Background: an optimization exercise with open tools, aiming at small area. Do not read the settings as production practice.
Function was checked by simulation only, so behaviour that the tests miss may differ from the original.
Power and IR drop assume default switching activity.

## multicycle_datapath
module multicycle_datapath #(
  parameter logic [31:0] RESET_PC = 32'h0000_0000
) (
  input  logic        clk,
  input  logic        reset,
  input  logic        PCWriteCondition,
  input  logic        PCWrite,
  input  logic        IorD,
  input  logic        MemRead,
  input  logic        MemWrite,
  input  logic        MemtoReg,
  input  logic        IRWrite,
  input  logic        PCSource,
  input  logic [1:0]  ALUOp,
  input  logic        ALUSrcA,
  input  logic [1:0]  ALUSrcB,
  input  logic        RegWrite,
  input  logic [31:0] mem_rdata,
  output logic [31:0] instr,
  output logic        zero,
  output logic [31:0] mem_addr,
  output logic [31:0] mem_wdata,
  output logic        mem_read,
  output logic        mem_write,
  output logic [31:0] pc
);
  localparam logic [6:0] OPC_STORE  = 7'b0100011;
  localparam logic [6:0] OPC_BRANCH = 7'b1100011;
  logic [31:0] old_pc;
  logic [31:0] ir;
  logic [31:0] mdr;
  logic [31:0] a_q;
  logic [31:0] b_q;
  logic [31:0] alu_out;
  logic [31:0] rf [1:31];
  logic [31:1] rf_valid;
  logic [4:0]  rs1;
  logic [4:0]  rs2;
  logic [4:0]  rd;
  logic [31:0] rs1_data;
  logic [31:0] rs2_data;
  logic [31:1] sel1;
  logic [31:1] sel2;
  logic [31:1] wsel;
  logic        wen;
  logic [31:0] wb_data;
  logic [31:0] imm;
  logic [31:0] op_a;
  logic [31:0] op_b;
  logic [31:0] alu_result;
  logic        pc_load;
  assign rs1 = ir[19:15];
  assign rs2 = ir[24:20];
  assign rd  = ir[11:7];
  logic z1, z2;
  always_comb begin
    for (int i = 1; i < 32; i++) begin
      sel1[i] = (rs1 == 5'(i)) & rf_valid[i] & ~reset;
      sel2[i] = (rs2 == 5'(i)) & rf_valid[i] & ~reset;
    end
    z1 = ~|sel1;
    z2 = ~|sel2;
    rs1_data = {32{~z1}};
  ...
Size: roughly 180 I/O pins, roughly 58000 sq um of cells after synthesis.
export LEC_CHECK = 0
export CAP_MARGIN = 20
export CORE_MARGIN = 2
export CORE_UTILIZATION = 40
export SLEW_MARGIN = 20
create_clock -name core_clock -period 12.0 [get_ports {clk}]
standard.sh (not shown) runs the stock make flow with config.mk's settings and CLKGATE_MAP_FILE= SYNTH_SCRIPT=/design/flow/synth_recipe.tcl, a recipe that flattens the netlist after the stock synthesis.
==> flow/flow/run.sh <==
#!/bin/bash
# The standard layout (standard.sh: the standard synthesis and ORFS
# flow), with two changes: the clock tree uses larger sink clusters and no
# dummy loads, and the port buffers are buf_1.
cp standard.sh standard_sh.log
export CTS_ARGS="-sink_clustering_enable -repair_clock_nets -dont_use_dummy_load -sink_clustering_size 24 -sink_clustering_max_diameter 100"
export BUFFER_PORTS_ARGS="-buffer_cell sky130_fd_sc_hd__buf_1"
bash standard.sh > standard.log 2>&1
The baseline finished with timing, DRC and antenna clean.
Rerun with:
==> flow/run.sh (new file) <==
#!/bin/bash
# synth_recipe.tcl (not shown) runs the flow's synth.tcl, then flattens the netlist and writes it again
# the make line also repeats each setting of config.mk as NAME=value (left out here)
make -C /OpenROAD-flow-scripts/flow DESIGN_CONFIG=/design/flow/config.mk WORK_HOME=/design/flow/orfs CLKGATE_MAP_FILE= SYNTH_SCRIPT=/design/flow/synth_recipe.tcl finish
- CTS_CLUSTER_DIAMETER: not set -> 100
- CTS_CLUSTER_SIZE: not set -> 24
removed: flow/flow/run.sh
removed: flow/standard.sh
Outcome:
- The new run produced a clean layout
- utilization increases by 0.81 points
- clock power hardly moves
- total power is higher by 1.0%
- setup slack gets worse by 0.70 ns
- maximum frequency goes down by 6.1%
- combinational power came out higher by 6.5%
- global-route usage decreases by 0.64 points
- die area stays the same
- wire length is lower by 1.7%
- cell area is higher by 1.8%
- clock-buffer cell count rises by 36

---

Setup of P:
Another version of the RTL of multicycle_datapath (not shown whole).
Size: roughly 4800 cells after synthesis, about 1200 flip-flops, roughly 180 I/O pins, roughly 0.057 mm² of cells after synthesis.
Settings: LEC_CHECK=0, CAP_MARGIN=20, CORE_MARGIN=2, CORE_UTILIZATION=40, SLEW_MARGIN=20; clock period 12.0 ns.
==> flow/flow/run.sh <==
#!/bin/bash
# The standard layout (standard.sh: the standard synthesis and ORFS
# flow), with two changes: the clock tree uses clkbuf_8 sink buffers with
# larger clusters and no dummy loads, and the port buffers are buf_1.
cp standard.sh standard_sh.log
export CTS_ARGS="-sink_clustering_enable -repair_clock_nets -dont_use_dummy_load -sink_clustering_size 16 -sink_clustering_max_diameter 60 -buf_list sky130_fd_sc_hd__clkbuf_8"
export BUFFER_PORTS_ARGS="-buffer_cell sky130_fd_sc_hd__buf_1"
bash standard.sh > standard.log 2>&1
diff inputs: P => Q
==> flow/flow/run.sh <==
#!/bin/bash
# The standard layout (standard.sh) with three changes:
#  - synthesis is synth_recipe.tcl unchanged except that ABC maps with
#    flow/abc_map.script: ORFS's abc_speed.script with "&nf -R 100 -p"
#    (area recovery allowed to relax delay) in place of "&nf";
#  - the clock tree uses clkbuf_8 sink buffers, larger clusters and no dummy
#    loads;
#  - the port buffers are buf_1.
set -euo pipefail
W=$PWD
cp standard.sh standard_sh.log
{
  echo "set ::env(MY_ABC_SCRIPT) $W/flow/abc_map.script"
  echo 'proc abc {args} {'
  echo '  set i [lsearch $args -script]'
  echo '  if {$i >= 0} { set args [lreplace $args [expr {$i+1}] [expr {$i+1}] $::env(MY_ABC_SCRIPT)] }'
  echo '  yosys abc {*}$args'
  echo '}'
  cat synth_recipe.tcl
} > my_synth.tcl
sed "s|SYNTH_SCRIPT=[^ ]*synth_recipe.tcl|SYNTH_SCRIPT=$W/my_synth.tcl|" standard.sh > my_standard.sh
grep -q "SYNTH_SCRIPT=$W/my_synth.tcl" my_standard.sh
export CTS_ARGS="-sink_clustering_enable -repair_clock_nets -dont_use_dummy_load -sink_clustering_size 16 -sink_clustering_max_diameter 60 -buf_list sky130_fd_sc_hd__clkbuf_8"
export BUFFER_PORTS_ARGS="-buffer_cell sky130_fd_sc_hd__buf_1"
bash my_standard.sh > standard.log 2>&1
==> flow/flow/abc_map.script (new file) <==
&get -n
&st
&dch
&nf -R 100 -p
&st
&syn2
&if -g -K 6
&synch2
&nf -R 100 -p
&st
&syn2
&if -g -K 6
&synch2
&nf -R 100 -p
&st
&syn2
&if -g -K 6
&synch2
&nf -R 100 -p
&st
&syn2
&if -g -K 6
&synch2
&nf -R 100 -p
&st
&syn2
&if -g -K 6
&synch2
&nf -R 100 -p
&put
buffer -c
topo
stime -c
upsize -c
dnsize -c
==> comparison <==
- The via count reported for Q is lower than the one for P.
- Between P and Q, the delay contributed by the slowest stage of the critical path is higher for Q.
- Wire length of the first global-routing pass: Q vs P down about 1.7%
- Any difference in initial standard-cell utilization of the core between P and Q is small enough to ignore.
- In the reports for P and Q, the larger headroom to the max-slew limit belongs to Q.
[inputs] R vs Q
-- flow/flow/run.sh --
<<< Q, line 4
#    flow/abc_map.script: ORFS's abc_speed.script with "&nf -R 100 -p"
#    (area recovery allowed to relax delay) in place of "&nf";
>>> R, line 4
#    flow/abc_map.script: ORFS's abc_speed.script with its middle part
#    replaced by three rounds of "&st; &dch; &nf -R 100 -p" (area recovery
#    allowed to relax delay);
==> flow/flow/abc_map.script <==
strash
dch
map -B 0.9
topo
stime -c
buffer -c
upsize -c
dnsize -c
&get -n
&st
&dch
&nf -R 100 -p
&st
&dch
&nf -R 100 -p
&st
&dch
&nf -R 100 -p
&put
buffer -c
topo
stime -c
upsize -c
dnsize -c
- The lower timing-limited maximum frequency came out of Q.
- Going from Q to R, clock skew fell by 0.043 ns; area of the multi-input gates fell by 4.3%.

## re-timing with driven ports
No port has a modelled driver above. Below, the same layouts with a new extraction and two added sets of constraints.
Step 1, drivers: a clkbuf_16 drives clk and a buf_2 each remaining input, both assumed.
Step 2 adds t to the input delays and takes it off the output delays; t is the mean of the earliest and latest rising clock arrival at the registers after step 1. Input paths then give back, and output paths get back, about the clock's delay inside the block.
Three values: ideal ports, drivers, drivers and shift; two values: the first two.
| run | shift t [ns] | setup slack, ns | cell pins on the clock port's net |
|---|---|---|---|
| the first run of note 1 | 0.759 | 1.178 / 1.147 / 1.147 | 1 |
| the second run of note 1 | 0.842 | 0.480 / 0.445 / 0.445 | 1 |
| P | 0.911 | 0.358 / 0.294 / 0.294 | 1 |
| Q | 0.900 | 0.435 / 0.411 / 0.411 | 1 |
| R | 0.929 | 0.492 / 0.472 / 0.472 | 1 |
After both steps setup and hold are still met in every run listed. The setup slack of P, which loses most, moves by -0.064 ns with the drivers and by -0.064 ns with both steps.
